Context: an optimization exercise on an open-source flow, tuned for small area, a short achievable clock period and few clock cycles per item. The choices shown serve that exercise and are no tape-out recipe. The RTL was checked by simulation tests, not by an equivalence proof against the original design. Power and IR drop assume default switching activity.

== build 68 ==
// json_stream_tokenizer_top
module json_stream_tokenizer_top (
  input  logic        clk,
  input  logic        rst,
  input  logic        in_valid,
  output logic        in_ready,
  input  logic        in_cmd,
  input  logic [7:0]  in_char_byte,
  output logic        out_valid,
  input  logic        out_ready,
  output logic [3:0]  out_event_res,
  output logic        out_number_is_real,
  output logic        out_in_key,
  output logic [20:0] out_code_point,
  output logic [1:0]  out_status,
  output logic [23:0] out_line_number,
  output logic [23:0] out_column_number,
  output logic        out_last_of_run
);
clock: 6.0 ns
lec_check: 0
cap_margin: 20
core_margin: 2
core_utilization: 40
setup_slack_margin: 3.08
slew_margin: 20
standard.sh (not shown) runs the stock make flow with config.mk's settings and CLKGATE_MAP_FILE= SYNTH_SCRIPT=/design/flow/synth_recipe.tcl, a recipe that flattens the netlist after the stock synthesis.
==> flow/flow/run.sh <==
#!/bin/bash
# Standard layout, with the port buffers inserted as buf_2 cells instead of the
# delay-buffer cell that buffer_ports picks by default.
set -euo pipefail
export BUFFER_PORTS_ARGS="-buffer_cell sky130_fd_sc_hd__buf_2"
bash standard.sh finish > standard_finish.log 2>&1
Testbench counts of build 68, summed over its fixed seeds: cycles 48,368, bytes 48,352.
What build 14 does differently from build 68 at the input level:
-- flow/config.mk --
<<< build 68, line 11
export SETUP_SLACK_MARGIN = 3.08
>>> build 14, line 11
export SETUP_SLACK_MARGIN = 3.22
Findings:
- Each of the runs, namely build 14 and build 68, reached the end of the flow and came out clean.
- Route | build 14 vs build 68 | wire longer in build 14
- [compare] base=build 68 new=build 14: register share of the cell area moved down; relative contribution of combinational cells to total power moved up.
- The run showing the smaller fraction of standard cell area in multi-input logic is build 14.
What build 12 does differently from build 14 at the input level:
-- flow/config.mk --
<<< build 14, line 11
export SETUP_SLACK_MARGIN = 3.22
>>> build 12, line 11
export SETUP_SLACK_MARGIN = 3.15
Results
- Build 12 against build 14: part of the power in registers shows a reduction of 0.9 points, number of cell instances on the worst register-to-register path decreased by 1 relative to the old numbers, share of the core filled with cells lower, routing usage on met2 lost 1.1 points, shortest period the worst path allows did not really move.
- Re relative contribution of the clock network to total power: build 14 and build 12 aren't equal, and the lower value belongs to build 14.
- Comparing clock tree cell share of total cell area for build 14 and build 12, the bigger number came from build 12.
- Build 12: count of instances resized after the clock tree is built 11 below build 14
- Compared with build 14, in build 12 number of ordinary and repair buffers in the finished layout now sits lower; number of clock buffer instances in the layout now sits higher.

json_stream_tokenizer_top, a different RTL version from the one above (not shown whole).
Size in the first run: roughly 1200 cells after synthesis, about 93 I/O pins, ~0.0094 sq mm of cells after synthesis.
clock: 6.0 ns
lec_check: 0
cap_margin: 20
core_margin: 2
core_utilization: 40
place_density: 0.8
setup_slack_margin: 3.15
slew_margin: 20
Scripts as last shown in full above: flow/flow/run.sh
The first run completed without violations.
Testbench counts at the start, summed over its fixed seeds: cycles 48,368, bytes 48,352.
Rerun with:
--- a/flow/config.mk
+++ b/flow/config.mk
@@ -9,5 +9,5 @@
 export CORE_MARGIN = 2
 export CORE_UTILIZATION = 40
-export PLACE_DENSITY = 0.8
-export SETUP_SLACK_MARGIN = 3.15
+export SETUP_SLACK_MARGIN = 3.0
 export SLEW_MARGIN = 20
+export TNS_END_PERCENT = 5
After rerunning: Via count drops by a few percent; maximum frequency decreases by a little under a tenth; count of clock-buffer cells in the layout rose by 1; global-route usage is lower by 0.97 points.
Rerun with:
--- a/flow/config.mk
+++ b/flow/config.mk
@@ -9,5 +9,4 @@
 export CORE_MARGIN = 2
 export CORE_UTILIZATION = 40
-export SETUP_SLACK_MARGIN = 3.0
+export SETUP_SLACK_MARGIN = 3.3
 export SLEW_MARGIN = 20
-export TNS_END_PERCENT = 5
Outcome: The new run finished with timing, DRC and antenna clean; via count increases by about 5.6%; utilization goes up by 4.7 points; cell area climbs by about 10%; total power goes up by about 3%; area after synthesis is unchanged; routed wire length went up by 12%; sequential power stays flat; fmax came out higher by 8.8%; clock skew barely changes.
Rerun with:
--- a/flow/config.mk
+++ b/flow/config.mk
@@ -9,4 +9,4 @@
 export CORE_MARGIN = 2
 export CORE_UTILIZATION = 40
-export SETUP_SLACK_MARGIN = 3.3
+export SETUP_SLACK_MARGIN = 3.0
 export SLEW_MARGIN = 20
=> The new run finished clean. Fmax shrinks by about 4%. Clock power barely changes. Die area stays the same. Via count shrinks by about 3%. Setup slack loses 110 ps. Routed wire length shrinks by about 8%.

## build 28
Another version of the RTL of json_stream_tokenizer_top (not shown whole).
Size in the first run: roughly 180 flip-flops, ~93 I/O pins.
make LEC_CHECK=0 CAP_MARGIN=20 CORE_MARGIN=2 CORE_UTILIZATION=40 SETUP_SLACK_MARGIN=3.0 SLEW_MARGIN=20 finish   # period 6.0 ns
run.sh (not shown) runs the stock make flow with config.mk's settings and CLKGATE_MAP_FILE= SYNTH_SCRIPT=/design/flow/synth_recipe.tcl, a recipe that flattens the netlist after the stock synthesis.
Stock flow here: none of the scripts above is used.
Testbench counts of build 28, summed over its fixed seeds: cycles 48,368, bytes 48,352.
The inputs of build 42 differ from those of build 28 as listed below.
==> flow/flow/run.sh (new file) <==
#!/bin/bash
# Standard layout, with the port buffers inserted as buf_2 cells instead of the
# delay-buffer cell that buffer_ports picks by default.
set -euo pipefail
export BUFFER_PORTS_ARGS="-buffer_cell sky130_fd_sc_hd__buf_2"
bash standard.sh finish > standard_finish.log 2>&1
==> flow/standard.sh (new file) <==
#!/bin/bash
# synth_recipe.tcl (not shown) runs the flow's synth.tcl, then flattens the netlist and writes it again
# the make line also repeats each setting of config.mk as NAME=value (left out here)
make -C /OpenROAD-flow-scripts/flow DESIGN_CONFIG=/design/flow/config.mk WORK_HOME=/design/flow/orfs CLKGATE_MAP_FILE= SYNTH_SCRIPT=/design/flow/synth_recipe.tcl "${@:-finish}"
removed: flow/run.sh
## What came out
Utilization build 28 -> build 42: down
There was hardly any difference in length of routed wiring on met1 between build 42 and build 28.
Fill cell total of the finished layout in build 42 vs build 28: up 51
Relative to build 28, the final cell area reported for build 42 is lower.
The library cell contributing the largest single delay on the critical path comes out sky130_fd_sc_hd__a2111o_1 in one run and sky130_fd_sc_hd__edfxtp_1 in the other, namely in build 28 and build 42 respectively.
Compared with build 28, in build 42 via count down 193, via density per instance down about 1.2%.
[compare] base=build 28 new=build 42: total power consumption of the routed design went down by 5.7%, synthesis-to-finish area growth lost 6.6 points.
Relative to build 42, the following input files were edited for build 47:
- SETUP_SLACK_MARGIN: 3.0 -> 3.3
## What came out
Build 47: done, clean on timing, DRC and antenna. On build 47: peak per-stage delay on the critical path is 140 ps higher than what build 42 gave. Taking build 42 as the reference, in build 47 global placer's final weighted congestion increased by 0.0067 relative to the old numbers, met2 track utilization from global routing picked up an extra 3.0 points, utilization up 3.6 points. Against build 42, build 47 comes in about 0.34% higher on number of vias per cell. Summary of the comparison: detailed placement HPWL is higher in build 47, relative to build 42. On wire length of the first global-routing pass: build 47 sits above build 42.

-- separate check: timing with driven ports --
In the flow no input, the clock included, has a driving cell. The finished layouts below were timed again as built, in two steps.
Step 1 (the two cells are an assumption about what drives the block):
set clk [get_ports {clk}]
set_driving_cell -lib_cell sky130_fd_sc_hd__clkbuf_16 $clk
set_driving_cell -lib_cell sky130_fd_sc_hd__buf_2 [delete_from_list [all_inputs] $clk]
Step 2, shift: input delay + t, output delay - t, t = (earliest + latest rising clock arrival at the registers) / 2. This alone moves slack from input paths to output paths.
Slacks: ideal / step 1 / step 2; pairs: ideal / step 1.
| run | shift t [ns] | setup WS [ns] | hold slack, ns |
|---|---|---|---|
| build 68 | 0.469 | 3.140 / 3.104 / 2.717 | 0.455 / 0.455 / 0.455 |
| build 14 | 0.475 | 3.180 / 3.137 / 2.817 | 0.455 / 0.455 / 0.455 |
| build 12 | 0.475 | 3.179 / 3.128 / 2.805 | 0.455 / 0.455 / 0.455 |
| the first run of note 2 | 0.478 | 3.144 / 3.118 / 2.769 | 0.475 / 0.475 / 0.475 |
| the second run of note 2 | 0.473 | 2.929 / 2.929 / 2.553 | 0.477 / 0.477 / 0.477 |
| the third run of note 2 | 0.477 | 3.177 / 3.130 / 2.955 | 0.467 / 0.467 / 0.467 |
| the fourth run of note 2 | 0.476 | 3.063 / 3.060 / 2.728 | 0.480 / 0.480 / 0.480 |
| build 28 | 0.475 | 3.022 / 3.022 / 2.723 | 0.458 / 0.458 / 0.458 |
| build 42 | 0.476 | 3.013 / 3.013 / 2.710 | 0.452 / 0.452 / 0.452 |
| build 47 | 0.480 | 3.166 / 3.166 / 2.945 | 0.457 / 0.457 / 0.457 |
After both steps setup and hold are still met in every run listed. The setup slack of build 68, which loses most, moves by -0.036 ns with the drivers and by -0.423 ns with both steps.
